This is an optimization exercise on Yosys and OpenROAD, whose aim is small area, a short achievable clock period and few clock cycles, not a production implementation.
Function was not checked in any run shown here: the RTL went through the layout flow alone.
No activity file was given, so power comes from the tool's default toggle rates.

### flow/flow/run.sh
#!/bin/bash
set -euo pipefail
export BUFFER_PORTS_ARGS="-buffer_cell sky130_fd_sc_hd__buf_1"
bash standard.sh > standard.log 2>&1
### flow/constraint.sdc
create_clock -name core_clock -period 6.5 [get_ports {clk_i}]
set_input_delay 1.3000 -clock core_clock [delete_from_list [all_inputs] [get_ports {clk_i}]]
set_output_delay 1.3000 -clock core_clock [all_outputs]
set_load 0.01 [all_outputs]
### flow/standard.sh
#!/bin/bash
# synth_recipe.tcl (not shown) runs the flow's synth.tcl, then flattens the netlist and writes it again
# the make line also repeats each setting of config.mk as NAME=value (left out here)
make -C /OpenROAD-flow-scripts/flow DESIGN_CONFIG=/design/flow/config.mk WORK_HOME=/design/flow/orfs CLKGATE_MAP_FILE= SYNTH_SCRIPT=/design/flow/synth_recipe.tcl "${@:-finish}"
### flow/config.mk
export PLATFORM = sky130hd
export DESIGN_NAME = pcm_frame_to_s16_stereo_mono
export DESIGN_NICKNAME = pcm_frame_to_s16_stereo_mono
export VERILOG_FILES = /design/flow/design.v
export SDC_FILE = /design/flow/constraint.sdc
export NUM_CORES = 4
export LEC_CHECK = 0
export CAP_MARGIN = 20
export CORE_MARGIN = 2
export CORE_UTILIZATION = 40
export CTS_BUF_LIST = sky130_fd_sc_hd__clkbuf_8
export CTS_CLUSTER_SIZE = 30
export PLACE_DENSITY = 0.6
export SETUP_SLACK_MARGIN = 2.75
export SLEW_MARGIN = 20
### flow/design.v
package pfs_pkg;
  localparam int unsigned SAMPLE_W = 32;
  localparam int unsigned PCM16_W  = 16;
  localparam int unsigned MONO_W   = 32;
  localparam int unsigned LVL_W    = 33;
  localparam int unsigned APB_AW = 3;
  localparam int unsigned APB_DW = 32;
  localparam int unsigned FMT_W  = 3;
  localparam logic REG_FORMAT = 1'b0;
  localparam logic REG_STEREO = 1'b1;
  localparam logic [FMT_W-1:0] FMT_FLOAT32 = 3'd0;
  localparam logic [FMT_W-1:0] FMT_PCM8    = 3'd1;
  localparam logic [FMT_W-1:0] FMT_PCM16   = 3'd2;
  localparam logic [FMT_W-1:0] FMT_PCM24   = 3'd3;
  localparam logic [FMT_W-1:0] FMT_PCM32   = 3'd4;
  localparam logic signed [LVL_W-1:0] LVL_ONE     = {2'b01, 31'b0};
  localparam logic signed [LVL_W-1:0] LVL_NEG_ONE = {2'b11, 31'b0};
  typedef logic signed [LVL_W-1:0] level_t;
endpackage
module pfs_lane (
  input  logic [pfs_pkg::SAMPLE_W-1:0] word_i,
  input  logic [pfs_pkg::FMT_W-1:0]    fmt_i,
  input  logic                         zero_i,
  output logic [32:0]                  x_o,
  output logic                         s_o
);
  logic [7:0]  ex;
  logic        nan, big, inr, fsel, psel, sgn;
  logic [31:0] fmag, pl;
  logic [1:0]  bsh;
  always_comb begin
    ex   = word_i[30:23];
    sgn  = word_i[31];
    nan  = (&ex) && (|word_i[22:0]);
    big  = ex[7] || (&ex[6:0]);
    inr  = (ex[7:5] == 3'b011) && !(&ex[4:0]);
    fmag = {1'b1, word_i[22:0], 8'b0} >> (~ex[4:0]);
    bsh  = {fmt_i[1] ^ fmt_i[0], fmt_i[0]};
    pl   = word_i << {bsh, 3'b000};
    pl[31] = pl[31] ^ (fmt_i == pfs_pkg::FMT_PCM8);
    fsel = !zero_i && (fmt_i == pfs_pkg::FMT_FLOAT32);
    psel = !zero_i && (fmt_i == pfs_pkg::FMT_PCM8  || fmt_i == pfs_pkg::FMT_PCM16 ||
                       fmt_i == pfs_pkg::FMT_PCM24 || fmt_i == pfs_pkg::FMT_PCM32);
    s_o  = fsel && sgn;
    x_o[32] = (psel & pl[31]) | s_o;
    x_o[31] = (psel & pl[31]) | (fsel & ((big & !nan) ^ sgn));
    for (int i = 0; i < 31; i++)
      x_o[i] = (psel & pl[i]) | (fsel & ((inr & fmag[i]) ^ sgn));
  end
endmodule
module pfs_s16_step (
  input  logic [32:0] x_i,
  input  logic        s_i,
  output logic [2:0]  k_o
);
  logic [14:0] u, v;
  logic        gt, lt, eq, c, anz, a15, dec, k2, k1, km, x0;
  always_comb begin
    u   = x_i[15:1];
    v   = x_i[30:16];
    gt  = u > v;
    lt  = u < v;
    eq  = !gt && !lt;
    c   = s_i ? (lt || (eq && !x_i[0] && x_i[15])) : (gt || (eq && x_i[0] && !x_i[15]));
    anz = s_i ? (x_i[31:16] != 16'hFFFF) : (x_i[31:16] != 16'h0000);
    a15 = x_i[31] ^ s_i;
    dec = a15 || (!c && anz);
    k2  = s_i ? dec  : (x_i[32] & c);
    k1  = s_i ? !dec : (x_i[32] & !c);
    km  = !s_i & !x_i[32] & dec;
    x0  = x_i[16];
    k_o = {k1 | km, k2 | (k1 & x0), km & !x0};
  end
endmodule
module pfs_s16 (
  input  logic [15:0]                        x_i,
  input  logic [2:0]                         k_i,
  output logic signed [pfs_pkg::PCM16_W-1:0] pcm16_o
);
  logic [15:0] pu, pd, flip;
  always_comb begin
    pu[1] = 1'b1;
    pd[1] = 1'b1;
    for (int i = 2; i < 16; i++) begin
      pu[i] = pu[i-1] & x_i[i-1];
      pd[i] = pd[i-1] & !x_i[i-1];
    end
    flip[0] = k_i[2];
    for (int i = 1; i < 16; i++) flip[i] = (pu[i] & k_i[1]) | (pd[i] & k_i[0]);
    pcm16_o = x_i ^ flip;
  end
endmodule
module pfs_add #(parameter int N = 33) (
  input  logic [N-1:0] a_i,
  input  logic [N-1:0] b_i,
  input  logic         cin_i,
  output logic [N-1:0] sum_o,
  output logic         gtop_o    
);
  logic [N-1:0] p, g, gp, pp;
  always_comb begin
    p  = a_i ^ b_i;
    g  = a_i & b_i;
    gp = g;
    pp = p;
    for (int l = 0; (1 << l) < N; l++)
      for (int i = (2 << l) - 1; i < N; i += (2 << l)) begin
        gp[i] = gp[i] | (pp[i] & gp[i - (1 << l)]);
        pp[i] = pp[i] & pp[i - (1 << l)];
      end
    for (int l = 5; l >= 0; l--)
      if ((1 << l) < N)
        for (int i = (3 << l) - 1; i < N; i += (2 << l)) begin
          gp[i] = gp[i] | (pp[i] & gp[i - (1 << l)]);
          pp[i] = pp[i] & pp[i - (1 << l)];
        end
    sum_o[0] = p[0] ^ cin_i;
    for (int i = 1; i < N; i++) sum_o[i] = p[i] ^ (gp[i-1] | (pp[i-1] & cin_i));
    gtop_o = gp[N-2];
  end
endmodule
module pfs_merge (
  input  logic [32:0]                        xl_i,
  input  logic                               sl_i,
  input  logic [32:0]                        xr_i,
  input  logic                               sr_i,
  output logic signed [pfs_pkg::MONO_W-1:0]  mono_o
);
  logic [33:0] xl, xr, sv, cv;
  logic [32:0] q;
  logic        gtop, neg, cin, sat;
  always_comb begin
    xl = {xl_i[32], xl_i};
    xr = {xr_i[32], xr_i};
    sv = xl ^ xr ^ {33'b0, sl_i};
    cv = {(xl[32:0] & xr[32:0]) | {32'b0, (xl[0] ^ xr[0]) & sl_i}, sr_i};
  end
  pfs_add #(33) u_add (.a_i(sv[33:1]), .b_i(cv[33:1]), .cin_i(cin), .sum_o(q), .gtop_o(gtop));
  always_comb begin
    neg = sv[33] ^ cv[33] ^ gtop;
    cin = (sv[0] & cv[0]) | ((sv[0] ^ cv[0]) & neg);
    sat = !xl_i[32] && xl_i[31] && !sl_i && !xr_i[32] && xr_i[31] && !sr_i;
    mono_o = sat ? 32'h7FFF_FFFF : q[31:0];
  end
endmodule
module pcm_frame_to_s16_stereo_mono (
  input  logic                              clk_i,
  input  logic                              rst_ni,
  input  logic                              in_valid,
  output logic                              in_ready,
  input  logic [pfs_pkg::SAMPLE_W-1:0]      in_left_sample,
  input  logic [pfs_pkg::SAMPLE_W-1:0]      in_right_sample,
  input  logic                              in_silent,
  input  logic                              in_end_of_packet,
  output logic                              out_valid,
  input  logic                              out_ready,
  output logic signed [pfs_pkg::PCM16_W-1:0] out_left_pcm16,
  output logic signed [pfs_pkg::PCM16_W-1:0] out_right_pcm16,
  output logic signed [pfs_pkg::MONO_W-1:0]  out_mono_level,
  output logic                              out_last_of_packet,
  input  logic                              psel,
  input  logic                              penable,
  input  logic                              pwrite,
  input  logic [pfs_pkg::APB_AW-1:0]        paddr,
  input  logic [pfs_pkg::APB_DW-1:0]        pwdata,
  output logic [pfs_pkg::APB_DW-1:0]        prdata,
  output logic                              pready
);
  logic [pfs_pkg::FMT_W-1:0] fmt_q;
  logic             stereo_q;
  logic             v1_q, v2_q, rdy1, rdy2;
  logic [pfs_pkg::SAMPLE_W-1:0] right_word;
  logic [32:0]      xl, xr, xl_q, xr_q;
  logic             sl, sr, sl_q, sr_q;
  logic [2:0]       kl, kr;
  logic             last1_q, last2_q;
  logic signed [pfs_pkg::PCM16_W-1:0] l16_d, r16_d, l16_q, r16_q;
  logic signed [pfs_pkg::MONO_W-1:0]  mono_d, mono_q;
  assign pready = 1'b1;
  always_ff @(posedge clk_i or negedge rst_ni) begin
    if (!rst_ni) begin
      fmt_q    <= pfs_pkg::FMT_FLOAT32;
      stereo_q <= 1'b1;
    end else if (psel && penable && pwrite) begin
      if (paddr[2]) stereo_q <= pwdata[0];
      else          fmt_q    <= pwdata[pfs_pkg::FMT_W-1:0];
    end
  end
  assign prdata = paddr[2] ? {{(pfs_pkg::APB_DW-1){1'b0}}, stereo_q}
                           : {{(pfs_pkg::APB_DW-pfs_pkg::FMT_W){1'b0}}, fmt_q};
  assign right_word = stereo_q ? in_right_sample : in_left_sample;
  pfs_lane u_lane_l (.word_i(in_left_sample), .fmt_i(fmt_q), .zero_i(in_silent), .x_o(xl), .s_o(sl));
  pfs_lane u_lane_r (.word_i(right_word),     .fmt_i(fmt_q), .zero_i(in_silent), .x_o(xr), .s_o(sr));
  assign rdy2     = !v2_q || out_ready;
  assign rdy1     = !v1_q || rdy2;
  assign in_ready = rdy1;
  always_ff @(posedge clk_i or negedge rst_ni) begin
    if (!rst_ni) begin
      v1_q <= 1'b0;
      v2_q <= 1'b0;
    end else begin
      if (rdy1) v1_q <= in_valid;
      if (rdy2) v2_q <= v1_q;
    end
  end
  always_ff @(posedge clk_i) begin
    if (rdy1) begin
      xl_q    <= xl;
      sl_q    <= sl;
      xr_q    <= xr;
      sr_q    <= sr;
      last1_q <= in_end_of_packet;
    end
  end
  pfs_s16_step u_step_l (.x_i(xl_q), .s_i(sl_q), .k_o(kl));
  pfs_s16_step u_step_r (.x_i(xr_q), .s_i(sr_q), .k_o(kr));
  pfs_s16 u_s16_l (.x_i(xl_q[31:16]), .k_i(kl), .pcm16_o(l16_d));
  pfs_s16 u_s16_r (.x_i(xr_q[31:16]), .k_i(kr), .pcm16_o(r16_d));
  pfs_merge u_merge (
    .xl_i  (xl_q),
    .sl_i  (sl_q),
    .xr_i  (xr_q),
    .sr_i  (sr_q),
    .mono_o(mono_d)
  );
  always_ff @(posedge clk_i) begin
    if (rdy2) begin
      l16_q   <= l16_d;
      r16_q   <= r16_d;
      mono_q  <= mono_d;
      last2_q <= last1_q;
    end
  end
  assign out_valid          = v2_q;
  assign out_left_pcm16     = l16_q;
  assign out_right_pcm16    = r16_q;
  assign out_mono_level     = mono_q;
  assign out_last_of_packet = last2_q;
endmodule
==> run summary, run 1 <==
status=complete, no violations; endpoints failing hold=0; CP max stage cell=edfxtp_1; Leakage=6.317 nW; Via Count=approximately 13000; Reg2Reg Launch Point=xr_q[15]; RR Endpoint=mono_q[31]; IO Count=~210; first-pass GRT wire length=67.63 mm; WL final=45.78 mm; WP data arrival=around 4.2 ns; WS Path Type=reg -> reg; # rows=67; Post-CTS Hold Fix Bufs=0; Layout area overhead=17.48%; hold_sp=last1_q; Vias per Instance=5.810; worst-skew pair later-pin latency=around 0.48 ns; HP Class=reg -> reg; H-Tree Depth=4; antenna-violating nets left=0; Cell Chain, Critical Path=ha_1 -> ha_2 -> nand4_1 -> nor3_2 -> a22oi_2 -> a31oi_4 -> buf_6 -> mux2i_4 -> a311oi_4 -> buf_4 -> o31ai_4 -> buf_12 -> a311oi_2 -> xor2_1 -> nor2_1; Core ar.=about 34000 um2; dpl hpwl=34.43 mm; Clock Skew=0.02598 ns; Post-synth EDFFs=about 130; worst reg-to-reg setup slack=around 2.6 ns; grt total ovfl=0; Initial Util=0.4064; synthesized cell area=between 10000 and 15000 um2; async set or reset register ratio after synthesis=0.04286; first-pass detailed-route iteration total=6; Final Core Density=0.4774; Slew HR=0.3174; vias in the first global route=about 12000; CTS root buf=clkbuf_8; Seq/Total Area, Yosys=0.3056; period utilisation layout=0.6065; # DRC=0; # fillers=3266; Worst R2R Path Depth=15; Crit. End Element=flop; post-synth cell types=85; Post-Syn Area per Cell=approximately 8.8 um2; Main synth FF type=edfxtp_1; Design Area, Final=about 16000 um2; Worst-Margin Slew=1.023 ns; Max Clock Freq=253.7 MHz; CTS tree=done; worst vdd ir=between 150 and 200 uV; Hold Path Stages=0; share of layout cells above drive strength 1=0.1535; # port buffers=about 150; initial antenna violation count=0; max cap viols=0; warnings from Yosys=6; Longest Clk Path Bufs=2; Final Max Tran Viols=0; Iter 0 DRT Violations=approximately 1300; final setup fails=0; Syn Inst Count=1544; crit path launch type=flop; Routability Congestion=about 1; WL/cell=21.18 um; number of CTS-inserted buffers=17; pwr/cell area=347.5 nW/um2; CP max stage delay=~0.5 ns; Die H=about 190 um; Cell Area, Placed=14480 um2; final hold slack=about 0.43 ns; critical path peak fanout=8; post-synthesis register bit count=140; GRT Total Usage=0.2467; nets@finish=between 1500 and 2000; CTS sink cnt=between 100 and 150; die area=35650 um2; RSZ-0062 raised after global routing=true; Hold EP=last2_q; Clock transition at path regs=around 0.10 ns; ANT cells=0; Die Wd=approximately 190 um; Tmin final=between 3 and 4 ns; worst path required time=~6.7 ns; Fin Setup TNS=0 ns; largest net degree at the start of global routing=71
worst max-delay path: cells and delay by family (launching register included):
family	cells	cell delay, ns
simple gates	3	0.59
compound gates	5	1.06
fa+ha+maj	2	0.74
buf+inv	3	0.49
mux	1	0.06
flops	1	0.50
xor+xnor	1	0.21
state kept, by name (all words and copies together), names as in the netlist:
signal / cells
mono_q: 32
sl_q: 1
v1_q: 1
sr_q: 1
r16_q: 16
last2_q: 1
xr_q: 33
v2_q: 1
xl_q: 33
fmt_q: 3
l16_q: 16
last1_q: 1
stereo_q: 1
area by class of cell:
| cell class | count | area, um2 | area share |
|---|---|---|---|
| Multi-Input combinational cell | 1257 | 9405 | 0.5861 |
| Sequential cell | 140 | 4180 | 0.2605 |
| Timing Repair Buffer | 227 | 1210 | 0.07539 |
| Inverter | 57 | 214.0 | 0.01333 |
| Clock inverter | 15 | 244.0 | 0.01520 |
| Tap cell | 448 | 560.5 | 0.03493 |
| Clock buffer | 17 | 234.0 | 0.01458 |
through the flow:
stage	setup WS (ns)	cells	power (mW)
after floorplan	2.204	1572	3.454
after global placement	1.863	2068	4.206
after detailed placement	1.856	2068	4.240
after CTS	2.743	2129	5.328
after global routing	2.507	2161	5.925
final	2.558	2161	5.576
cells by family (layout without fill, tap and decap cells):
| kind of cell | count (synthesis) | after routing | share of synthesized area |
|---|---|---|---|
| AO/OA/AOI/OAI | 381 | 382 | 0.1777 |
| XOR/XNOR | 118 | 118 | 0.07565 |
| adder cells (fa/ha/maj) | 101 | 101 | 0.09361 |
| buffers and inverters | 176 | 316 | 0.05871 |
| flip-flops | 140 | 140 | 0.3056 |
| multiplexers | 165 | 165 | 0.1349 |
| other | 2 | 30 | 0.0005498 |
| AND/OR/NAND/NOR | 461 | 461 | 0.1532 |
synth_stat cells (12+ instances only):
cell type  number  area share
a22oi_1        12      0.0066
xor2_1         37       0.024
xnor2_1        81       0.052
o21ai_0        73       0.027
a21o_1         24       0.013
nand2_1       158       0.043
o22ai_1        76       0.035
a211oi_1       16      0.0088
edfxtp_1      134        0.29
nor2_1        142       0.039
buf_1          18      0.0049
nor3_1         28       0.010
nand4_1        20      0.0092
ha_1           99       0.091
mux2_2         40       0.033
nand3_1        38       0.014
a21oi_1       102       0.037
inv_1          54       0.015
buf_4          30       0.016
clkbuf_1       62       0.017
mux2i_1       113       0.083
cell usage in the layout (no fill, tap or decap), types with 6 or more instances in the layout:
cell type and count:
a21o_1 24, xnor2_1 79, o22ai_1 76, nor3_1 27, o21a_1 8, nand4_1 20
a22oi_1 11, buf_1 145, edfxtp_1 134, nand2_1 157, and3_1 6, nand2b_1 10
mux4_2 11, nand3_1 37, a31oi_1 9, buf_4 72, ha_1 67, nor4_1 11
clkbuf_8 17, o21ai_0 66, xor2_1 37, ha_4 28, buf_6 8, o21ai_1 6
bufinv_16 6, mux2i_1 106, or3_1 8, nor2b_1 8, mux2_2 40, a211oi_1 15
a21oi_1 97, conb_1 30, nor2_1 140, inv_1 56
repair_timing:
action	CTS	global route
endpoints found under the setup margin	48	46
pin swaps	12	24
cloned	0	1
resized for setup	44	48
buffers inserted	29	30
hold endpoints to repair	0	0
layer usage:
layer / up-vias / wire length, um / track usage
met5: - / 0 / 0
met4: 0 / 1787 / 0.1031
met2: 610 / 20080 / 0.3742
met3: 86 / 3478 / 0.04470
met1: 5906 / 20430 / 0.3450
li1: 5954 / - / -
report_power, final:
part           switching (mW)  total (mW)  leakage (nW)  internal, mW
clock                   0.364       0.860         0.244         0.496
sequential              0.230        1.62          1.49          1.39
combinational            1.81        3.10          4.58          1.29
how the worst max path moves through the flow:
stage	from	end	cells after the start
after floorplan	out_ready	in_ready	1
after global placement	in_left_sample[24]	xr_q[2]	13
after detailed placement	in_left_sample[24]	xr_q[2]	13
after CTS	xr_q[4]	mono_q[7]	12
after global routing	xl_q[16]	mono_q[31]	15
final	xr_q[15]	mono_q[31]	15
==> inputs of run 2 (changes only) <==
==> flow/flow/run.sh (replaced) <==
#!/bin/bash
set -euo pipefail
export BUFFER_PORTS_ARGS="-buffer_cell sky130_fd_sc_hd__buf_1"
export ADDER_MAP_FILE=
bash standard.sh > standard.log 2>&1
==> run 2 against run 1 <==
  * Synthesized cell count up 12%
  * Still clean on timing, DRC and antenna
  * Core utilization up 2.2 points
  * Sequential power about the same
==> run summary, run 2 <==
WS Path Type=reg -> reg; IO Count=208 (unchanged); sequential share of power=0.275 (-0.015); Final Max Tran Viols=0 (unchanged); async set or reset register ratio after synthesis=0.04286 (unchanged); max cap viols=0 (unchanged); post-synthesis register bit count=140 (unchanged); Slew HR=0.3027 (-0.01469); WL final=55.26 mm (+21%); warnings from Yosys=6 (unchanged); dpl hpwl=36.74 mm (+6.7%); largest family of logic cells by synthesized area=simple AND/OR/NAND/NOR gates; WL met3=4.460 mm (+28%); Post-Syn Area per Cell=8.511 um2 (-3.8%); CTS sink cnt=140 (unchanged); # fillers=3411 (+4.4%); Synth Area in Simple Gates=0.1886 (+0.03536); worst path required time=6.75 ns (+0.04 ns); largest net degree at the start of global routing=72 (+1.4%); Routability Congestion=0.9755 (-0.48%); antenna-violating nets left=0 (unchanged); share of layout cells above drive strength 1=0.2549 (+0.1014); Longest Clk Path Bufs=2 (unchanged); pwr/cell area=322.8 nW/um2 (-7.1%); CTS tree=done; Post-synth EDFFs=134 (unchanged); Vias per Instance=6.051 (+4.1%); endpoints failing hold=0 (unchanged); Fin Setup TNS=0 ns (unchanged); commonest non-fill, non-tap cell in the layout=buf_4; worst-skew pair later-pin latency=0.49 ns (about the same); Adder-Cell Fraction of Synth Area=0.01528 (-0.07833); final setup fails=0 (unchanged); CTS root buf=clkbuf_8; worst vdd ir=173.9 uV (+2.8%); max layer used=met4; Seq/Total Area, Yosys=0.2832 (-0.02241); first-pass detailed-route iteration total=6 (unchanged); Layout area overhead=23.39%; Iter 0 DRT Violations=1705 (+29%); Clock transition at path regs=0.11 ns (about the same); post-synthesis mux area share=0.1296 (-0.005310); synthesized cell area=14740 um2 (+7.9%); GRT Total Usage=0.2692 (+0.02259); met2 WL post-DR=25.61 mm (+28%); top-count cell post-synth=nand2_1; Initial Util=0.4046 (-0.001771); RSZ-0062 raised after global routing=true; Main synth FF type=edfxtp_1; Leakage=6.784 nW (+7.4%); Hold Path Stages=0 (unchanged); period utilisation layout=0.6077 (+0.001246); die area=38410 um2 (+7.7%); WL/cell=22.64 um (+6.9%); critical path peak fanout=5 (-3); Post-CTS Hold Fix Bufs=0 (unchanged); final non-filler cell total=2441 (+13%); number of CTS-inserted buffers=17 (unchanged); # DRC=0 (unchanged); vias in the first global route=13407 (+17%); Syn Inst Count=1732 (+12%); # port buffers=146 (unchanged); H-Tree Depth=4 (unchanged); post-synthesis compound-gate area fraction=0.1807 (+0.003011); P_int=3.171 mW (-0.20%); Crit. End Element=flop; nets@finish=2068 (+8.3%); ranking of synthesized cells by area=edfxtp_1, xnor2_1, mux2i_1; Core ar.=36430 um2 (+8.4%); largest registers=xl_q x33, xr_q x33, mono_q x32; Worst R2R Path Depth=15 (unchanged); Yosys top cell area share=0.2730 (-0.02160); commonest cells in the netlist=nand2_1, xnor2_1, nor2_1; dpl cells=2212 (+7.0%); Max Clock Freq=253.2 MHz (-0.20%); Worst-Margin Slew=1.038 ns (+0.01518 ns); ANT cells=0 (unchanged); final worst slack=2.550 ns (-0.008100 ns); pre-CTS setup slack=1.580 ns (-0.2758 ns); clock share of power=0.131 (-0.023); Die H=196.0 um (+3.8%); Tmin final=3.950 ns (+0.008100 ns); HP Class=reg -> reg; WP data arrival=4.20 ns (+0.04 ns); Sw Ratio=0.4600 (+0.02971); initial antenna violation count=0 (unchanged); first-pass GRT wire length=79.40 mm (+17%); Gate power share=0.594 (+0.038); status=complete, no violations; Switch Pwr=2.701 mW (+13%); post-synth cell types=96 (+13%); crit path launch type=flop; # rows=70 (+4.5%); met1 WL=22.53 mm (+10%); Die Wd=196.0 um (+3.8%); Clock Skew=0.02461 ns (-0.001370 ns); largest area contributor in the netlist=edfxtp_1; most frequent cells in the layout=buf_4, nand2_1, buf_1; Via Count=14770 (+18%); grt total ovfl=0 (unchanged); post-synthesis xor/xnor area fraction=0.1270 (+0.05132)
[run 2: cell count changes after synthesis, sizes merged, moves of 16 or more]
cell    previous run  this run
maj3               0        22
inv               56        39
a21o              24         6
mux2i            114        93
nand2            158       182
clkbuf            64       102
ha                99         0
buf               55        86
and2               8        26
a31oi             11        27
xnor2             81       154
mux4              11        27
[run 2: through the flow]
stage                     instance area (um2)    util  power (mW)  hold slack, ns
after floorplan                         14850       -       3.580          0.4003
after global placement                  15260  0.4187       4.263          0.4050
after detailed placement                15260  0.4189       4.297          0.4045
after CTS                               16890  0.4637       5.401          0.4245
after global routing                    18190  0.4992       6.188          0.4547
final                                   18190  0.4992       5.872          0.4227
[run 2: timing repair]
action / 4_1_cts / 5_1_grt
cloned: 0 / 1
setup endpoints to repair: 90 / 68
buffers inserted: 106 / 90
gates resized for setup: 77 / 131
pin swaps: 29 / 70
[run 2: area by class of cell]
type | count | area, um2 | share of cell area
timing repair inverter | 1 | 5.005 | 0.0002751
clock buffer | 17 | 234.0 | 0.01286
clock inverter | 15 | 196.4 | 0.01080
timing repair buffer | 368 | 2278 | 0.1253
sequential | 140 | 4177 | 0.2296
multi-input combinational | 1393 | 10560 | 0.5805
tap | 468 | 585.6 | 0.03219
inverter | 39 | 153.9 | 0.008461
[run 2: path summary, 6_finish.rpt]
| kind | startpoint | to | slack (ns) |
|---|---|---|---|
| max reg2reg | xl_q[14] | mono_q[27] | 2.55 |
| min | last1_q | last2_q | 0.42 |
| max in group asynchronous | rst_ni | fmt_q[0] | 5.37 |
| min reg2reg | last1_q | last2_q | 0.42 |
| min in group asynchronous | rst_ni | fmt_q[1] | 0.75 |
| max | xl_q[14] | mono_q[27] | 2.55 |
[run 2: logic make-up (layout without fill, tap and decap cells)]
kind of cell / Yosys count / after routing
DFF: 140 / 140
buffers and inverters: 227 / 440
other: 2 / 30
adders and majority gates: 22 / 22
xor gates and xnor gates: 207 / 207
and+or+nand+nor: 571 / 571
AOI/OAI and AO/OA: 410 / 410
muxes: 153 / 153
[run 2: power groups by stage]
| stage | Sequential [mW] | Clock, mW | Combinational (mW) |
|---|---|---|---|
| CTS | 1.63 | 0.784 | 2.98 |
| detailed placement | 1.79 | 0 | 2.51 |
| global placement | 1.78 | 0 | 2.48 |
| floorplan | 1.55 | 0 | 2.03 |
| finish | 1.62 | 0.769 | 3.49 |
| global route | 1.64 | 0.823 | 3.72 |
[run 2: per-layer routing]
metal,vias up,global-route usage
met2,842,0.4360
met5,-,0
met1,6989,0.3612
met4,0,0.1162
li1,6740,-
met3,199,0.03627
[run 2: critical path: stages (launching register included)]
cell      delay, ns
edfxtp_1       0.47
buf_4          0.20
xnor2_4        0.20
mux2i_1        0.20
a22o_2         0.26
nand4_1        0.26
o21ai_4        0.29
nand3_4        0.15
nand4_1        0.33
nand3_4        0.15
buf_4          0.18
a22o_2         0.22
a22o_4         0.23
a221o_1        0.29
a211oi_2       0.22
nor2_1         0.08
==> inputs of run 3 (changes only) <==
--- a/flow/design.v
+++ b/flow/design.v
@@ -124,11 +124,12 @@
   input  logic                               sl_i,
   input  logic [32:0]                        xr_i,
   input  logic                               sr_i,
-  output logic signed [pfs_pkg::MONO_W-1:0]  mono_o
+  output logic [31:0]                        mono_o,   
+  output logic                               sat_o     
 );
   logic [33:0] xl, xr, sv, cv;
   logic [32:0] q;
-  logic        gtop, neg, cin, sat;
+  logic        gtop, neg, cin;
   always_comb begin
     xl = {xl_i[32], xl_i};
     xr = {xr_i[32], xr_i};
@@ -139,8 +140,8 @@
   always_comb begin
     neg = sv[33] ^ cv[33] ^ gtop;
     cin = (sv[0] & cv[0]) | ((sv[0] ^ cv[0]) & neg);
-    sat = !xl_i[32] && xl_i[31] && !sl_i && !xr_i[32] && xr_i[31] && !sr_i;
-    mono_o = sat ? 32'h7FFF_FFFF : q[31:0];
+    sat_o  = !xl_i[32] && xl_i[31] && !sl_i && !xr_i[32] && xr_i[31] && !sr_i;
+    mono_o = q[31:0];
   end
 endmodule
 module pcm_frame_to_s16_stereo_mono (
@@ -175,7 +176,8 @@
   logic [2:0]       kl, kr;
   logic             last1_q, last2_q;
   logic signed [pfs_pkg::PCM16_W-1:0] l16_d, r16_d, l16_q, r16_q;
-  logic signed [pfs_pkg::MONO_W-1:0]  mono_d, mono_q;
+  logic [31:0]      mono_d, mono_q;
+  logic             sat_d, sat_q;
   assign pready = 1'b1;
   always_ff @(posedge clk_i or negedge rst_ni) begin
     if (!rst_ni) begin
@@ -221,19 +223,21 @@
     .sl_i  (sl_q),
     .xr_i  (xr_q),
     .sr_i  (sr_q),
-    .mono_o(mono_d)
+    .mono_o(mono_d),
+    .sat_o (sat_d)
   );
   always_ff @(posedge clk_i) begin
     if (rdy2) begin
       l16_q   <= l16_d;
       r16_q   <= r16_d;
       mono_q  <= mono_d;
+      sat_q   <= sat_d;
       last2_q <= last1_q;
     end
   end
   assign out_valid          = v2_q;
   assign out_left_pcm16     = l16_q;
   assign out_right_pcm16    = r16_q;
-  assign out_mono_level     = mono_q;
+  assign out_mono_level     = sat_q ? 32'sh7FFF_FFFF : $signed(mono_q);
   assign out_last_of_packet = last2_q;
 endmodule
==> flow/flow/run.sh (replaced) <==
#!/bin/bash
set -euo pipefail
export BUFFER_PORTS_ARGS="-buffer_cell sky130_fd_sc_hd__buf_1"
bash standard.sh > standard.log 2>&1
--- a/flow/config.mk
+++ b/flow/config.mk
@@ -11,5 +11,5 @@
 export CTS_BUF_LIST = sky130_fd_sc_hd__clkbuf_8
 export CTS_CLUSTER_SIZE = 30
 export PLACE_DENSITY = 0.6
-export SETUP_SLACK_MARGIN = 2.75
+export SETUP_SLACK_MARGIN = 2.5
 export SLEW_MARGIN = 20
==> run 3 against run 2 <==
  * Still clean
  * Final area down 17%
  * Area after synthesis decreased by 6.7%
  * Critical path type unchanged
  * First-iteration DRC count decreased by 31%
==> run summary, run 3 <==
commonest non-fill, non-tap cell in the layout=nand2_1; Worst R2R Path Depth=11 (-4); Clock transition at path regs=0.08 ns (-0.03 ns); ranking of synthesized cells by area=edfxtp_1, ha_1, mux2i_1; initial antenna violation count=0 (unchanged); final non-filler cell total=2105 (-14%); endpoints failing hold=0 (unchanged); nets@finish=1853 (-10%); top-count cell post-synth=nand2_1; H-Tree Depth=4 (unchanged); period utilisation layout=0.6001 (-0.007592); Tmin final=3.901 ns (-0.04935 ns); Yosys top cell area share=0.2947 (+0.02172); dpl cells=2059 (-6.9%); final setup fails=0 (unchanged); warnings from Yosys=6 (unchanged); HP Class=reg -> reg; vias in the first global route=11208 (-16%); Main synth FF type=edfxtp_1; final hold slack=0.4279 ns (+0.005256 ns); share of layout cells above drive strength 1=0.1183 (-0.1367); Hold Path Stages=0 (unchanged); antenna-violating nets left=0 (unchanged); Seq/Total Area, Yosys=0.3057 (+0.02246); Final Max Tran Viols=0 (unchanged); Max Clock Freq=256.4 MHz (+1.3%); number of CTS-inserted buffers=17 (unchanged); ANT cells=0 (unchanged); worst path required time=6.69 ns (-0.06 ns); Routability Congestion=0.9619 (-1.4%); CTS sink cnt=141 (+0.71%); Fin Setup TNS=0 ns (unchanged); # rows=67 (-4.3%); post-synthesis register bit count=141 (+0.71%); worst vdd ir=174.5 uV (+0.39%); WS Path Type=reg -> reg; Die H=189.5 um (-3.3%); Reg2Reg Launch Point=stereo_q; Core ar.=33700 um2 (-7.5%); die area=35890 um2 (-6.5%); Post-CTS Hold Fix Bufs=0 (unchanged); GRT Total Usage=0.2344 (-0.03487); RR Endpoint=xr_q[15]; most frequent cells in the layout=nand2_1, buf_1, edfxtp_1; Worst-Margin Slew=1.098 ns (+0.06010 ns); Iter 0 DRT Violations=1183 (-31%); first-pass detailed-route iteration total=5 (-1); Post-synth EDFFs=135 (+0.75%); WL final=42.63 mm (-23%); Crit. End Element=flop; Post-Syn Area per Cell=8.939 um2 (+5.0%); Layout area overhead=10.24%; Vias per Instance=5.780 (-4.5%); first-pass GRT wire length=65.45 mm (-18%); hold_sp=last1_q; Die Wd=189.5 um (-3.3%); dpl hpwl=33.03 mm (-10%); worst reg-to-reg setup slack=2.60 ns (+0.05 ns); # DRC=0 (unchanged); max cap viols=0 (unchanged); Syn Inst Count=1539 (-11%); post-synth cell types=80 (-17%); commonest cells in the netlist=nand2_1, edfxtp_1, nor2_1; WL/cell=20.25 um (-11%); Clock Skew=0.01204 ns (-0.01257 ns); async set or reset register ratio after synthesis=0.04255 (-0.0003040); # port buffers=146 (unchanged); Hold EP=last2_q; Slew HR=0.2653 (-0.03745); critical path peak fanout=39 (+34); IO Count=208 (unchanged); Tot Pwr=5.040 mW (-14%); CTS root buf=clkbuf_8; status=complete, no violations; Initial Util=0.4082 (+0.003618); synthesized cell area=13760 um2 (-6.7%); grt total ovfl=0 (unchanged); pwr/cell area=332.3 nW/um2 (+3.0%); crit path launch type=flop; largest area contributor in the netlist=edfxtp_1; CTS tree=done; RSZ-0062 raised after global routing=true; worst-skew pair later-pin latency=0.47 ns (-0.02 ns); Longest Clk Path Bufs=2 (unchanged); WP data arrival=4.09 ns (-0.11 ns); largest registers=xl_q x33, xr_q x33, mono_q x32; largest net degree at the start of global routing=71 (-1.4%); Leakage=5.929 nW (-13%); Via Count=12167 (-18%)
## run 3: cells by family after synthesis
kind of cell               synth area share
xor gates and xnor gates            0.07958
AOI/OAI and AO/OA                    0.1717
buffers and inverters               0.06157
and+or+nand+nor                      0.1578
adders and majority gates           0.09295
DFF                                  0.3057
other                             0.0005459
muxes                                0.1301
## run 3: area by class of cell
| type | count | area, um2 |
|---|---|---|
| clock buffer | 19 | 261.5 |
| inverter | 65 | 244.0 |
| sequential | 141 | 4207 |
| tap | 448 | 560.5 |
| timing repair buffer | 181 | 814.5 |
| clock inverter | 13 | 126.4 |
| multi-input combinational | 1238 | 8952 |
| fill | 3381 | 18530 |
## run 3: where the power goes
part	internal, mW	switching (mW)	total, mW
clock	0.356	0.332	0.689
sequential	1.40	0.242	1.64
combinational	1.08	1.63	2.71
## run 3: stage by stage
| stage | instance area, um2 | util | setup slack [ns] |
|---|---|---|---|
| 2_1_floorplan | 13860 | - | 2.204 |
| 3_3_place_gp | 14580 | 0.4325 | 1.706 |
| 3_5_place_dp | 14580 | 0.4325 | 1.728 |
| 4_1_cts | 15000 | 0.4452 | 2.534 |
| 5_1_grt | 15170 | 0.4500 | 2.446 |
| 6_report | 15170 | 0.4500 | 2.599 |
## run 3: worst max-delay path by stage
stage,startpoint,to,slack [ns],cells past startpoint
2_1_floorplan,out_ready,in_ready,2.20,1
3_5_place_dp,in_left_sample[24],xr_q[15],1.73,11
5_1_grt,stereo_q,xr_q[7],2.45,11
4_1_cts,xr_q[20],mono_q[31],2.53,12
6_report,stereo_q,xr_q[15],2.60,11
3_3_place_gp,in_left_sample[24],xr_q[15],1.71,11
## run 3: critical path, cell delays in order, from the launching register on
cell and delay (ns):
dfstp_2 0.78, buf_4 0.57, mux2i_1 0.80, mux2i_1 0.21
mux2i_1 0.29, nand2_1 0.08, o21ai_0 0.13, o21ai_0 0.13
a22oi_1 0.16, nand2b_1 0.15, xnor2_1 0.16, o22ai_1 0.12
## run 3: timing repair
| action | in CTS | in global routing |
|---|---|---|
| hold endpoints to repair | 0 | 0 |
| buffers inserted | 0 | 13 |
| setup endpoints to repair | 30 | 31 |
| resized for setup | 5 | 18 |
| pin swaps | 0 | 3 |
| cloned | 1 | 0 |
## run 3: metal layers
| metal | vias up | part of all wire | global-route usage |
|---|---|---|---|
| li1 | 5831 | - | - |
| met1 | 5681 | 0.45 | 0.3314 |
| met2 | 570 | 0.43 | 0.3595 |
| met3 | 85 | 0.077 | 0.03522 |
| met4 | 0 | 0.036 | 0.09213 |
| met5 | - | 0 | 0 |
==> inputs of run 4 (changes only) <==
--- a/flow/config.mk
+++ b/flow/config.mk
@@ -11,5 +11,5 @@
 export CTS_BUF_LIST = sky130_fd_sc_hd__clkbuf_8
 export CTS_CLUSTER_SIZE = 30
 export PLACE_DENSITY = 0.6
-export SETUP_SLACK_MARGIN = 2.5
+export SETUP_SLACK_MARGIN = 2.75
 export SLEW_MARGIN = 20
==> run 4 against run 3 <==
  * First-iteration DRC count down 4.3%
  * Setup slack improved by 0.26 ns
  * Non-clock buffer count up 20
  * Worst hold slack better by 0.0020 ns
  * Global-route usage rose by 0.091 points
  * Critical path depth up 1
  * Critical endpoint is now mono_q[31]
==> run summary, run 4 <==
CTS sink cnt=141 (unchanged); worst vdd ir=179.4 uV (+2.8%); Main synth FF type=edfxtp_1; # fillers=3317 (-1.9%); die area=35890 um2 (unchanged); commonest non-fill, non-tap cell in the layout=nand2_1; # rows=67 (unchanged); Iter 0 DRT Violations=1132 (-4.3%); top-count cell post-synth=nand2_1; Core ar.=33700 um2 (unchanged); Crit. End Element=flop; antenna-violating nets left=0 (unchanged); largest area contributor in the netlist=edfxtp_1; Longest Clk Path Bufs=2 (unchanged); most frequent cells in the layout=nand2_1, buf_1, edfxtp_1; Final Max Tran Viols=0 (unchanged); status=complete, no violations; Clock transition at path regs=0.08 ns (about the same); crit path launch type=flop; Die H=189.5 um (unchanged); number of CTS-inserted buffers=17 (unchanged); initial antenna violation count=0 (unchanged); Post-CTS Hold Fix Bufs=0 (unchanged); nets@finish=1873 (+1.1%); WS Path Type=reg -> reg; worst path required time=6.73 ns (+0.04 ns); RSZ-0062 raised after global routing=true; Worst-Margin Slew=1.089 ns (-0.009209 ns); Clock Skew=0.01390 ns (+0.001864 ns); commonest cells in the netlist=nand2_1, edfxtp_1, nor2_1; max cap viols=0 (unchanged); H-Tree Depth=4 (unchanged); Seq/Total Area, Yosys=0.3057 (unchanged); pwr/cell area=332.0 nW/um2 (-0.11%); period utilisation layout=0.5606 (-0.03956); async set or reset register ratio after synthesis=0.04255 (unchanged); grt total ovfl=0 (unchanged); vias in the first global route=11223 (+0.13%); Cell Area, Placed=14580 um2 (unchanged); Design Area, Final=15510 um2 (+2.3%); Vias per Instance=5.761 (-0.32%); largest net degree at the start of global routing=71 (unchanged); first-pass detailed-route iteration total=6 (+1); IO Count=208 (unchanged); Yosys top cell area share=0.2947 (unchanged); GRT Total Usage=0.2353 (+0.0009140); Initial Util=0.4082 (unchanged); Syn Inst Count=1539 (unchanged); final setup fails=0 (unchanged); first-pass GRT wire length=65.67 mm (+0.34%); Post-Syn Area per Cell=8.939 um2 (unchanged); Slew HR=0.2714 (+0.006161); WP data arrival=3.87 ns (-0.22 ns); CTS tree=done; CTS root buf=clkbuf_8; critical path peak fanout=4 (-90%); Final Core Density=0.4602 (+0.01021); largest registers=xl_q x33, xr_q x33, mono_q x32; # DRC=0 (unchanged); Layout area overhead=12.74%; synthesized cell area=13760 um2 (unchanged); Max Clock Freq=274.4 MHz (+7.1%); HP Class=reg -> reg; warnings from Yosys=6 (unchanged); Via Count=12243 (+0.62%); ranking of synthesized cells by area=edfxtp_1, ha_1, mux2i_1; post-synthesis register bit count=141 (unchanged); Fin Setup TNS=0 ns (unchanged); Leakage=6.057 nW (+2.2%); WL/cell=20.20 um (-0.24%); worst-skew pair later-pin latency=0.48 ns (about the same); Routability Congestion=0.9619 (unchanged); dpl hpwl=33.03 mm (unchanged); Die Wd=189.5 um (unchanged); # port buffers=146 (unchanged); Tmin final=3.644 ns (-0.2572 ns); endpoints failing hold=0 (unchanged); WL final=42.93 mm (+0.71%); ANT cells=0 (unchanged); post-synth cell types=80 (unchanged); share of layout cells above drive strength 1=0.1413 (+0.02304); Post-synth EDFFs=135 (unchanged)
==> run 4: changes by cell type in the layout (fill, tap and decap cells not counted), sizes merged <==
cell	delta
buf	+19
clkbuf	+1
clkinv	-1
clkinvlp	+1
==> run 4: per-stage QoR <==
| step | worst slack (ns) | instances | power, mW | hold slack (ns) |
|---|---|---|---|---|
| 2_1_floorplan | 2.204 | 1567 | 3.494 | 0.4003 |
| 3_5_place_dp | 1.728 | 2059 | 4.258 | 0.4052 |
| 3_3_place_gp | 1.706 | 2059 | 4.214 | 0.4014 |
| 6_report | 2.856 | 2125 | 5.149 | 0.4299 |
| 5_1_grt | 2.660 | 2125 | 5.513 | 0.4386 |
| 4_1_cts | 2.696 | 2103 | 5.016 | 0.4302 |
==> run 4: cell families (layout without fill, tap and decap cells) <==
group	after synthesis	after routing	synth area share
multiplexers	156	157	0.1301
other	2	30	0.0005459
adder cells (fa/ha/maj)	101	101	0.09295
XOR/XNOR	125	125	0.07958
AND/OR/NAND/NOR	458	458	0.1578
buffers and inverters	189	298	0.06157
AO/OA/AOI/OAI	367	367	0.1717
flip-flops	141	141	0.3057
==> run 4: worst max-delay path, stage by stage, from the launching register on <==
cell	delay (ns)
edfxtp_1	0.48
ha_1	0.34
ha_1	0.35
and2_1	0.19
a221o_1	0.34
a221oi_1	0.28
o21ai_1	0.17
mux2i_2	0.22
nor2_2	0.17
o21ai_4	0.10
a311oi_4	0.33
nand2_2	0.11
o311a_1	0.31
==> run 4: what timing repair did <==
item                       in CTS  in global routing
setup buffers                  11                 22
pin swaps                       3                  5
resized for setup              13                 49
setup endpoints to repair      52                 65
cloned                          1                  0
==> run 4: area by class of cell <==
type | count | area, um2 | area share
Clock buffer | 19 | 261.5 | 0.01686
Clock inverter | 13 | 126.4 | 0.008148
Inverter | 65 | 247.7 | 0.01597
Multi-Input combinational cell | 1238 | 9117 | 0.5878
Sequential cell | 141 | 4207 | 0.2712
Tap cell | 448 | 560.5 | 0.03614
Timing Repair Buffer | 201 | 989.7 | 0.06381
==> run 4: per-layer routing <==
layer | GRT usage | routed length [um]
met5 | 0 | 0
met4 | 0.09541 | 1483
met3 | 0.03503 | 3348
met2 | 0.3600 | 18800
met1 | 0.3326 | 19300
==> run 4: worst paths after layout <==
| check | endpoint | cells after the start | start | slack (ns) |
|---|---|---|---|---|
| max in group asynchronous | stereo_q | 1 | rst_ni | 5.51 |
| worst max-delay path | mono_q[31] | 12 | xr_q[14] | 2.86 |
| min in group asynchronous | fmt_q[1] | 1 | rst_ni | 0.69 |
| worst min register to register | last2_q | 0 | last1_q | 0.43 |
| worst min-delay path | last2_q | 0 | last1_q | 0.43 |
| worst max register to register | mono_q[31] | 12 | xr_q[14] | 2.86 |
==> run 4: where the power goes <==
part	internal, mW	total (mW)	switching [mW]
clock network	0.356	0.691	0.334
logic	1.15	2.83	1.68
registers	1.40	1.63	0.235
total	2.90	5.15	2.25
==> inputs of run 5 (changes only) <==
--- a/flow/config.mk
+++ b/flow/config.mk
@@ -7,9 +7,9 @@
 export LEC_CHECK = 0
 export CAP_MARGIN = 20
 export CORE_MARGIN = 2
-export CORE_UTILIZATION = 40
+export CORE_UTILIZATION = 50
 export CTS_BUF_LIST = sky130_fd_sc_hd__clkbuf_8
 export CTS_CLUSTER_SIZE = 30
-export PLACE_DENSITY = 0.6
+export PLACE_DENSITY = 0.65
 export SETUP_SLACK_MARGIN = 2.75
 export SLEW_MARGIN = 20
==> run 5 against run 4 <==
  * Clock skew rose by 0.0040 ns
  * Worst hold slack lost 0.0015 ns
  * Sequential power hardly changed
  * Sequential share of layout area is 0.26 points higher
  * Largest cell class unchanged
==> run summary, run 5 <==
status=complete, no violations; critical path peak fanout=6 (+2); pwr/cell area=335.5 nW/um2 (+1.1%); Crit. End Element=flop; Synth Area in Simple Gates=0.1578 (unchanged); Vias per Instance=6.062 (+5.2%); Core ar.=26950 um2 (-20%); max cap viols=0 (unchanged); worst reg-to-reg setup slack=2.83 ns (-0.03 ns); Clock Skew=0.01794 ns (+0.004037 ns); initial antenna violation count=0 (unchanged); first-pass detailed-route iteration total=5 (-1); WL final=41.38 mm (-3.6%); Cell Area, Placed=14460 um2 (-0.82%); final worst slack=2.826 ns (-0.03073 ns); Clock transition at path regs=0.08 ns (about the same); CP max stage cell=edfxtp_1; RR Endpoint=mono_q[31]; CP dominant cell by count=ha_1; # port buffers=146 (unchanged); Iter 0 DRT Violations=1142 (+0.88%); CTS sink cnt=141 (unchanged); ANT cells=0 (unchanged); Main synth FF type=edfxtp_1; commonest non-fill, non-tap cell in the layout=nand2_1; worst path required time=6.70 ns (-0.03 ns); Tot Pwr=5.159 mW (+0.19%); post-synthesis register bit count=141 (unchanged); nets@finish=1875 (+0.11%); synthesized cell area=13760 um2 (unchanged); Cell Chain, Critical Path=ha_1 -> ha_1 -> nand4_1 -> inv_1 -> a221oi_4 -> and3_1 -> nor3_4 -> nor2_2 -> o21ai_4 -> a311oi_4 -> nand2_2 -> o311a_1; WP data arrival=3.88 ns (about the same); Hold EP=last2_q; pre-CTS setup slack=1.818 ns (+0.09058 ns); largest registers=xl_q x33, xr_q x33, mono_q x32; Slew HR=0.4237 (+0.1523); largest net degree at the start of global routing=71 (unchanged); crit-path leading delay family=compound AO/OA/AOI/OAI gates; # DRC=0 (unchanged); final non-filler cell total=2020 (-4.9%); warnings from Yosys=6 (unchanged); Yosys top cell area share=0.2947 (unchanged); vias in the first global route=11412 (+1.7%); HP Class=reg -> reg; top-count cell post-synth=nand2_1; Die Wd=169.9 um (-10%); number of CTS-inserted buffers=17 (unchanged); Leakage=6.047 nW (-0.17%); Via Count=12246 (+0.025%); most frequent cells in the layout=nand2_1, buf_1, edfxtp_1; endpoints failing hold=0 (unchanged); post-synthesis xor/xnor area fraction=0.07958 (unchanged); Reg2Reg Launch Point=xr_q[30]; share of layout cells above drive strength 1=0.1429 (+0.001618); Worst-Margin Slew=0.8644 ns (-0.2244 ns); Final Core Density=0.5705 (+0.1103); hold_sp=last1_q; GRT Total Usage=0.2871 (+0.05183); WL/cell=20.49 um (+1.4%); post-synthesis compound-gate area fraction=0.1717 (unchanged); grt total ovfl=0 (unchanged); worst-skew pair later-pin latency=0.46 ns (-0.02 ns); Longest Clk Path Bufs=2 (unchanged); Adder-Cell Fraction of Synth Area=0.09295 (unchanged); H-Tree Depth=4 (unchanged); Syn Inst Count=1539 (unchanged); Post-synth EDFFs=135 (unchanged); IO Count=208 (unchanged); CTS tree=done; commonest cells in the netlist=nand2_1, edfxtp_1, nor2_1; Layout area overhead=11.77%; WS Path Type=reg -> reg; Max Clock Freq=272.2 MHz (-0.84%); post-synthesis mux area share=0.1302 (unchanged); largest family of logic cells by synthesized area=compound AO/OA/AOI/OAI gates; Seq/Total Area, Yosys=0.3057 (unchanged); die area=28860 um2 (-20%); async set or reset register ratio after synthesis=0.04255 (unchanged); Die H=169.9 um (-10%); final setup fails=0 (unchanged); Tmin final=3.674 ns (+0.03073 ns); post-synth cell types=80 (unchanged); largest area contributor in the netlist=edfxtp_1; # rows=60 (-10%); final hold slack=0.4283 ns (-0.001546 ns); worst vdd ir=136.8 uV (-24%); CP bufs+invs=1 (+1); dpl hpwl=31.48 mm (-4.7%); Design Area, Final=15380 um2 (-0.86%); CTS root buf=clkbuf_8; dpl cells=1955 (-5.1%); period utilisation layout=0.5653 (+0.004728); Fin Setup TNS=0 ns (unchanged); CP max stage delay=0.55 ns (+0.07 ns); first-pass GRT wire length=64.08 mm (-2.4%); antenna-violating nets left=0 (unchanged); RSZ-0062 raised after global routing=true; crit path launch type=flop; Hold Path Stages=0 (unchanged); Worst R2R Path Depth=12 (unchanged); ranking of synthesized cells by area=edfxtp_1, ha_1, mux2i_1; Final Max Tran Viols=0 (unchanged); Post-Syn Area per Cell=8.939 um2 (unchanged); Routability Congestion=0.9762 (+1.5%); Initial Util=0.5104 (+0.1022)
==> run 5: cell counts after synthesis <==
Identical to the previous run, type by type.
==> run 5: worst reg2reg max path, delay by kind of cell (launching register included) <==
kind	cells	cell delay [ns]
flops	1	0.55
simple gates	5	0.88
fa+ha+maj	2	0.75
buf+inv	1	0.11
compound gates	4	1.14
==> run 5: cell families after synthesis <==
family                   Yosys count
AO/OA/AOI/OAI                    367
XOR/XNOR                         125
adder cells (fa/ha/maj)          101
buffers and inverters            189
flip-flops                       141
multiplexers                     156
other                              2
AND/OR/NAND/NOR                  458
==> run 5: area by class of cell <==
type	instances	area, um2
tap	341	426.7
clock inverter	15	160.2
multi-input combinational	1238	9101
clock buffer	17	234.0
inverter	65	247.7
sequential	141	4210
fill	2429	11570
timing repair buffer	203	996.0
==> run 5: how the worst max path moves through the flow <==
stage	end	cells past startpoint	slack (ns)	start
floorplan	in_ready	1	2.20	out_ready
global placement	xr_q[8]	12	1.80	in_left_sample[24]
detailed placement	xr_q[9]	11	1.82	in_left_sample[24]
CTS	mono_q[31]	12	2.76	xr_q[15]
global route	mono_q[31]	14	2.68	xr_q[32]
finish	mono_q[31]	12	2.83	xr_q[30]
==> run 5: metal layers <==
layer  global-route usage  part of all wire  vias up
li1                     -                 -     5864
met1               0.3970              0.44     5696
met2               0.4527              0.45      586
met3              0.03256             0.070      100
met4               0.1334             0.043        0
met5                    0                 0        -
==> run 5: what timing repair did <==
action | in CTS | in global routing
setup endpoints to repair | 53 | 53
setup buffers | 19 | 13
gates resized for setup | 21 | 34
hold buffers | 0 | 0
cloned | 1 | 0
pin swaps | 4 | 8
==> run 5: power by group <==
part           switching [mW]  total [mW]  internal, mW
clock network           0.360       0.707         0.346
registers               0.229        1.63          1.40
logic                    1.67        2.83          1.16
==> inputs of run 6 (changes only) <==
--- a/flow/design.v
+++ b/flow/design.v
@@ -104,15 +104,10 @@
     gp = g;
     pp = p;
     for (int l = 0; (1 << l) < N; l++)
-      for (int i = (2 << l) - 1; i < N; i += (2 << l)) begin
-        gp[i] = gp[i] | (pp[i] & gp[i - (1 << l)]);
-        pp[i] = pp[i] & pp[i - (1 << l)];
-      end
-    for (int l = 5; l >= 0; l--)
-      if ((1 << l) < N)
-        for (int i = (3 << l) - 1; i < N; i += (2 << l)) begin
-          gp[i] = gp[i] | (pp[i] & gp[i - (1 << l)]);
-          pp[i] = pp[i] & pp[i - (1 << l)];
+      for (int i = 0; i < N; i++)
+        if ((i >> l) & 1) begin
+          gp[i] = gp[i] | (pp[i] & gp[((i >> l) << l) - 1]);
+          pp[i] = pp[i] & pp[((i >> l) << l) - 1];
         end
     sum_o[0] = p[0] ^ cin_i;
     for (int i = 1; i < N; i++) sum_o[i] = p[i] ^ (gp[i-1] | (pp[i-1] & cin_i));
--- a/flow/config.mk
+++ b/flow/config.mk
@@ -7,9 +7,9 @@
 export LEC_CHECK = 0
 export CAP_MARGIN = 20
 export CORE_MARGIN = 2
-export CORE_UTILIZATION = 50
+export CORE_UTILIZATION = 40
 export CTS_BUF_LIST = sky130_fd_sc_hd__clkbuf_8
 export CTS_CLUSTER_SIZE = 30
-export PLACE_DENSITY = 0.65
+export PLACE_DENSITY = 0.6
 export SETUP_SLACK_MARGIN = 2.75
 export SLEW_MARGIN = 20
==> run 6 against run 5 <==
  * Wire length is 13% higher
  * Clock skew is 0.0024 ns higher
  * Setup slack worse by 0.080 ns
  * Critical path type is now in -> reg
  * Cell count is 6.3% higher
  * Still clean
  * Combinational power is 5% higher
  * Critical path depth is 3 lower
  * Sequential power hardly changed
  * Critical endpoint is now xr_q[31]
  * Die area is 27% higher
  * Register-to-register slack hardly changed
  * Non-clock buffer count is 3 lower
  * Area after synthesis is 2.1% higher
  * Total power is 4.1% higher
==> run summary, run 6 <==
status=complete, no violations; die area=36620 um2 (+27%); grt total ovfl=0 (unchanged); Layout area overhead=13.39%; Slew HR=0.3662 (-0.05751); first-pass detailed-route iteration total=5 (unchanged); Max Clock Freq=266.4 MHz (-2.1%); Leakage=6.276 nW (+3.8%); Adder-Cell Fraction of Synth Area=0.09105 (-0.001896); final setup fails=0 (unchanged); CTS sink cnt=141 (unchanged); # fillers=3393 (+40%); IO Count=208 (unchanged); post-synthesis mux area share=0.1416 (+0.01142); Vias per Instance=5.961 (-1.7%); post-synthesis xor/xnor area fraction=0.07796 (-0.001624); RR Endpoint=xr_q[31]; # rows=68 (+13%); Hold EP=last2_q; # port buffers=146 (unchanged); share of layout cells above drive strength 1=0.1342 (-0.008781); WP data arrival=3.95 ns (+0.07 ns); Tmin final=3.754 ns (+0.07994 ns); top-count cell post-synth=nand2_1; Fin Setup TNS=0 ns (unchanged); largest net degree at the start of global routing=71 (unchanged); critical path peak fanout=8 (+2); worst path required time=6.70 ns (about the same); WS Path Type=in -> reg; Final Core Density=0.4610 (-0.1095); Longest Clk Path Bufs=2 (unchanged); number of CTS-inserted buffers=17 (unchanged); largest area contributor in the netlist=edfxtp_1; Seq/Total Area, Yosys=0.2994 (-0.006237); Die H=191.4 um (+13%); Clock transition at path regs=0.09 ns (about the same); GRT Total Usage=0.2511 (-0.03604); Iter 0 DRT Violations=1317 (+15%); Die Wd=191.4 um (+13%); dpl hpwl=35.10 mm (+11%); Final Max Tran Viols=0 (unchanged); max cap viols=0 (unchanged); commonest cells in the netlist=nand2_1, edfxtp_1, mux2i_1; hold_sp=last1_q; H-Tree Depth=4 (unchanged); post-synthesis compound-gate area fraction=0.1712 (-0.0005633); Worst-Margin Slew=0.9472 ns (+0.08277 ns); warnings from Yosys=6 (unchanged); Post-CTS Hold Fix Bufs=0 (unchanged); Routability Congestion=0.9593 (-1.7%); Register Area=4210 um2 (unchanged); ANT cells=0 (unchanged); Hold Path Stages=0 (unchanged); largest family of logic cells by synthesized area=compound AO/OA/AOI/OAI gates; Yosys top cell area share=0.2887 (-0.006012); CTS root buf=clkbuf_8; Synth Area in Simple Gates=0.1615 (+0.003730); period utilisation layout=0.5776 (+0.01230); Main synth FF type=edfxtp_1; crit path launch type=input port; ranking of synthesized cells by area=edfxtp_1, mux2i_1, ha_1; synthesized cell area=14040 um2 (+2.1%); Clock Skew=0.02033 ns (+0.002390 ns); endpoints failing hold=0 (unchanged); most frequent cells in the layout=nand2_1, buf_1, edfxtp_1; largest registers=xl_q x33, xr_q x33, mono_q x32; Syn Inst Count=1552 (+0.84%); worst vdd ir=196.7 uV (+44%); area of the multi-input gates=9530 um2 (+4.7%); Crit. End Element=flop; Post-synth EDFFs=135 (unchanged); worst-skew pair later-pin latency=0.49 ns (+0.03 ns); post-synthesis register bit count=141 (unchanged); HP Class=reg -> reg; # DRC=0 (unchanged); Via Count=12799 (+4.5%); WL final=46.65 mm (+13%); first-pass GRT wire length=69.55 mm (+8.5%); CTS tree=done; vias in the first global route=11745 (+2.9%); Post-Syn Area per Cell=9.049 um2 (+1.2%); RSZ-0062 raised after global routing=true; Worst R2R Path Depth=9 (-3); Initial Util=0.4065 (-0.1039); worst reg-to-reg setup slack=2.83 ns (about the same); Reg2Reg Launch Point=stereo_q; async set or reset register ratio after synthesis=0.04255 (unchanged); WL/cell=21.73 um (+6.1%); initial antenna violation count=1 (+1); antenna-violating nets left=0 (unchanged); nets@finish=1888 (+0.69%); post-synth cell types=77 (-3.8%); Core ar.=34540 um2 (+28%); pwr/cell area=337.2 nW/um2 (+0.50%); commonest non-fill, non-tap cell in the layout=nand2_1
## run 6: cell count changes in the layout (fill, tap and decap cells not counted), sizes merged, moves of 12 or more
cell	before	now
a31oi	8	21
nor3	21	35
mux2	43	31
o21ai	89	66
mux2i	100	130
nor2	121	97
## run 6: per-layer routing
metal  global-route usage  wire length (um)
met1               0.3473             20470
met5                    0                13
met3              0.04351              3814
met2               0.3877             20720
met4               0.1012              1637
## run 6: area by class of cell
type	count	area share
Sequential cell	141	0.2644
Tap cell	455	0.03575
Timing Repair Buffer	200	0.06231
Inverter	57	0.01344
Clock buffer	18	0.01556
Clock inverter	14	0.01006
Multi-Input combinational cell	1262	0.5985
## run 6: cells by family after synthesis
kind of cell | count (synthesis)
xor gates and xnor gates | 125
and+or+nand+nor | 468
DFF | 141
buffers and inverters | 177
other | 2
muxes | 176
adders and majority gates | 101
AOI/OAI and AO/OA | 362
## run 6: stage by stage
step | total power, mW | worst slack (ns) | cell area (um2) | hold WS, ns | instances
after detailed placement | 4.409 | 1.645 | 14890 | 0.4052 | 2082
after CTS | 5.224 | 2.750 | 15510 | 0.4267 | 2119
final | 5.369 | 2.746 | 15920 | 0.4242 | 2147
after floorplan | 3.579 | 2.204 | 14160 | 0.4003 | 1580
after global routing | 5.717 | 2.689 | 15920 | 0.4386 | 2147
after global placement | 4.372 | 1.677 | 14890 | 0.4021 | 2082
## run 6: where the power goes
part | internal (mW) | total, mW | leakage (nW) | switching (mW)
clock network | 0.359 | 0.749 | 0.204 | 0.391
logic | 1.20 | 2.96 | 4.57 | 1.76
registers | 1.40 | 1.66 | 1.50 | 0.258
total | 2.96 | 5.37 | 6.28 | 2.41
## run 6: worst max path at each step
| stage | depth (start not counted) | from | slack (ns) | to |
|---|---|---|---|---|
| CTS | 8 | in_left_sample[26] | 2.75 | xr_q[5] |
| global route | 11 | xr_q[16] | 2.69 | mono_q[26] |
| floorplan | 1 | out_ready | 2.20 | in_ready |
| detailed placement | 11 | in_left_sample[24] | 1.64 | xr_q[4] |
| global placement | 11 | in_left_sample[24] | 1.68 | xr_q[3] |
| finish | 9 | in_left_sample[8] | 2.75 | xr_q[31] |
## run 6: worst max-delay path, cell delays in order
cell     delay (ns)
buf_1          0.30
mux2i_1        0.64
nand4_1        0.15
or4_1          0.56
nor3_1         0.29
nor3_1         0.08
a21oi_1        0.38
xor2_1         0.17
o21ai_0        0.09
## run 6: timing repair
action,CTS,global route
endpoints found under the setup margin,45,74
setup buffers,5,28
cloned,0,0
pin swaps,1,5
hold endpoints to repair,0,0
gates resized for setup,32,33
==> inputs of run 7 (changes only) <==
--- a/flow/config.mk
+++ b/flow/config.mk
@@ -11,5 +11,5 @@
 export CTS_BUF_LIST = sky130_fd_sc_hd__clkbuf_8
 export CTS_CLUSTER_SIZE = 30
 export PLACE_DENSITY = 0.6
-export SETUP_SLACK_MARGIN = 2.75
+export SETUP_SLACK_MARGIN = 3.0
 export SLEW_MARGIN = 20
==> run 7 against run 6 <==
  * Synthesized cell count unchanged
  * Maximum frequency increased by 3.7%
  * Register-to-register slack improved by 0.05 ns
  * Sequential share of layout area decreased by 1.3 points
  * Sequential power about the same
  * Still clean
  * Critical endpoint is now mono_q[26]
  * Die area unchanged
  * Combinational power increased by about 10%
  * Final area increased by 5.0%
  * First-iteration DRC count decreased by 3.6%
  * Via count increased by 2.4%
  * Area after synthesis unchanged
  * Largest cell class unchanged
==> run summary, run 7 <==
Syn Inst Count=1552 (unchanged); hold_sp=last1_q; GRT Total Usage=0.2493 (-0.001808); async set or reset register ratio after synthesis=0.04255 (unchanged); CP dominant cell by count=ha_4; Main synth FF type=edfxtp_1; Vias per Instance=5.967 (about the same); H-Tree Depth=4 (unchanged); Routability Congestion=0.9814 (+2.3%); final worst slack=2.879 ns (+0.1338 ns); most frequent cells in the layout=nand2_1, buf_1, edfxtp_1; first-pass GRT wire length=69.87 mm (+0.46%); commonest non-fill, non-tap cell in the layout=nand2_1; endpoints failing hold=0 (unchanged); WL/cell=21.62 um (-0.52%); HP Class=reg -> reg; CTS root buf=clkbuf_8; Clock transition at path regs=0.10 ns (about the same); Initial Util=0.4065 (unchanged); final setup fails=0 (unchanged); WL final=47.49 mm (+1.8%); post-synth cell types=77 (unchanged); Post-synth EDFFs=135 (unchanged); # DRC=0 (unchanged); Leakage=6.605 nW (+5.2%); # port buffers=146 (unchanged); Tmin final=3.621 ns (-0.1338 ns); Via Count=13109 (+2.4%); Cell Chain, Critical Path=ha_4 -> ha_4 -> and2_4 -> a221o_1 -> o21a_2 -> nand4b_1 -> o22ai_4 -> nor2_4 -> o31ai_4 -> a2111oi_4 -> a311o_1; WP data arrival=3.85 ns (-0.10 ns); worst path required time=6.72 ns (+0.02 ns); number of CTS-inserted buffers=17 (unchanged); Post-Syn Area per Cell=9.049 um2 (unchanged); first-pass detailed-route iteration total=6 (+1); Seq/Total Area, Yosys=0.2994 (unchanged); worst vdd ir=244.9 uV (+24%); Die Wd=191.4 um (unchanged); dpl hpwl=34.81 mm (-0.81%); grt total ovfl=0 (unchanged); Yosys top cell area share=0.2887 (unchanged); Slew HR=0.3084 (-0.05782); warnings from Yosys=6 (unchanged); nets@finish=1940 (+2.8%); Crit. End Element=flop; Final Max Tran Viols=0 (unchanged); Fin Setup TNS=0 ns (unchanged); Post-CTS Hold Fix Bufs=0 (unchanged); pwr/cell area=337.3 nW/um2 (about the same); critical path peak fanout=5 (-3); Die H=191.4 um (unchanged); Iter 0 DRT Violations=1269 (-3.6%); status=complete, no violations; vias in the first global route=11947 (+1.7%); CTS tree=done; CTS sink cnt=141 (unchanged); Tot Pwr=5.641 mW (+5.1%); # fillers=3312 (-2.4%); largest net degree at the start of global routing=69 (-2.8%); CP max stage delay=0.59 ns (-0.05 ns); die area=36620 um2 (unchanged); Clock Skew=0.02633 ns (+0.005999 ns); final non-filler cell total=2197 (+2.3%); Longest Clk Path Bufs=2 (unchanged); ranking of synthesized cells by area=edfxtp_1, mux2i_1, ha_1; Core ar.=34540 um2 (unchanged); Worst Setup SP=xr_q[27]; WS Path Type=reg -> reg; post-synthesis register bit count=141 (unchanged); RSZ-0062 raised after global routing=true; ANT cells=0 (unchanged); initial antenna violation count=0 (-1); max cap viols=0 (unchanged); Max Clock Freq=276.2 MHz (+3.7%); Worst-Margin Slew=1.034 ns (+0.08642 ns); crit path launch type=flop; commonest cells in the netlist=nand2_1, edfxtp_1, mux2i_1; # rows=68 (unchanged); period utilisation layout=0.5570 (-0.02059); IO Count=208 (unchanged); largest area contributor in the netlist=edfxtp_1; dpl cells=2084 (+0.096%); top-count cell post-synth=nand2_1; synthesized cell area=14040 um2 (unchanged); antenna-violating nets left=0 (unchanged); CP max stage cell=edfxtp_1; pre-CTS setup slack=1.594 ns (-0.05074 ns); share of layout cells above drive strength 1=0.1848 (+0.05068); Reg2Reg Launch Point=xr_q[27]; Layout area overhead=19.09%; worst-skew pair later-pin latency=0.48 ns (about the same); largest registers=xl_q x33, xr_q x33, mono_q x32
## run 7: changes by cell type in the layout (fill, tap and decap cells not counted), moves of 4 or more
cell / delta
buf_4: +45
ha_2: +6
ha_1: -7
mux2i_4: +4
o21ai_1: +4
a21oi_1: -4
a41oi_2: +4
a41oi_1: -4
a21oi_4: +5
o21ai_0: -4
## run 7: final timing paths
check	to	slack, ns	cells after the start
max	mono_q[26]	2.88	11
max reg2reg	mono_q[26]	2.88	11
max in group asynchronous	fmt_q[0]	5.39	1
min in group asynchronous	fmt_q[2]	0.74	1
min	last2_q	0.43	0
min reg2reg	last2_q	0.43	0
## run 7: per-layer routing
layer	wire (um)	share of wire	vias up	track usage
li1	-	-	6110	-
met1	20330	0.43	6204	0.3405
met2	21240	0.45	684	0.3875
met3	3911	0.082	111	0.04039
met4	2010	0.042	0	0.1104
met5	0	0	-	0
## run 7: cells by family (layout without fill, tap and decap cells)
group,Yosys count,after routing,synth area share
AO/OA/AOI/OAI,362,364,0.1712
XOR/XNOR,125,125,0.07796
adder cells (fa/ha/maj),101,101,0.09106
buffers and inverters,177,337,0.05675
flip-flops,141,141,0.2994
multiplexers,176,176,0.1416
other,2,30,0.0005348
AND/OR/NAND/NOR,468,468,0.1615
## run 7: timing repair
| action | in CTS | in global routing |
|---|---|---|
| cloned | 0 | 3 |
| resized for setup | 62 | 81 |
| setup buffers | 28 | 52 |
| endpoints found under the setup margin | 103 | 85 |
| pin swaps | 9 | 20 |
## run 7: stage by stage
stage	cell area [um2]	util	hold slack [ns]
floorplan	14200	-	0.4003
global placement	14920	0.4320	0.4018
detailed placement	14920	0.4320	0.4109
CTS	15880	0.4596	0.4319
global route	16720	0.4842	0.4479
finish	16720	0.4842	0.4329
## run 7: cell type report
type	count	area, um2	share of cell area
Clock buffer	17	234.0	0.01399
Clock inverter	13	166.4	0.009950
Inverter	57	224.0	0.01339
Multi-Input combinational cell	1264	9889	0.5913
Sequential cell	141	4210	0.2517
Tap cell	455	569.3	0.03404
Timing Repair Buffer	250	1431	0.08558
## run 7: critical path: cells and delay by family (launching register included)
family	cells	cell delay, ns
adder cells (fa/ha/maj)	2	0.56
flip-flops	1	0.59
AO/OA/AOI/OAI	6	1.72
AND/OR/NAND/NOR	3	0.48
## run 7: report_power, final
group / leakage, nW / switching, mW / total [mW] / internal (mW)
clock: 0.195 / 0.370 / 0.748 / 0.378
combinational: 4.91 / 1.89 / 3.26 / 1.37
sequential: 1.50 / 0.232 / 1.63 / 1.40
total: 6.61 / 2.50 / 5.64 / 3.15

separate check: timing with driven ports:
In the flow no input, the clock included, has a driving cell. The finished layouts below were timed again as built, in two steps.
Step 1 assumes that a clkbuf_16 drives the clock port and a buf_2 every other input.
Step 2, shift: input delay + t, output delay - t, t = (earliest + latest rising clock arrival at the registers) / 2. This alone moves slack from input paths to output paths.
Three values: no drivers, after step 1, after step 2; two values: the first two.
run	shift t [ns]	setup slack, ns
run 1	0.508	2.558 / 2.558 / 2.331
run 2	0.530	2.550 / 2.550 / 2.320
run 3	0.506	2.599 / 2.599 / 2.140
run 4	0.511	2.856 / 2.856 / 2.367
run 5	0.498	2.826 / 2.826 / 2.500
run 6	0.526	2.746 / 2.773 / 2.248
run 7	0.516	2.879 / 2.879 / 2.564
After both steps every run listed still meets setup and hold.
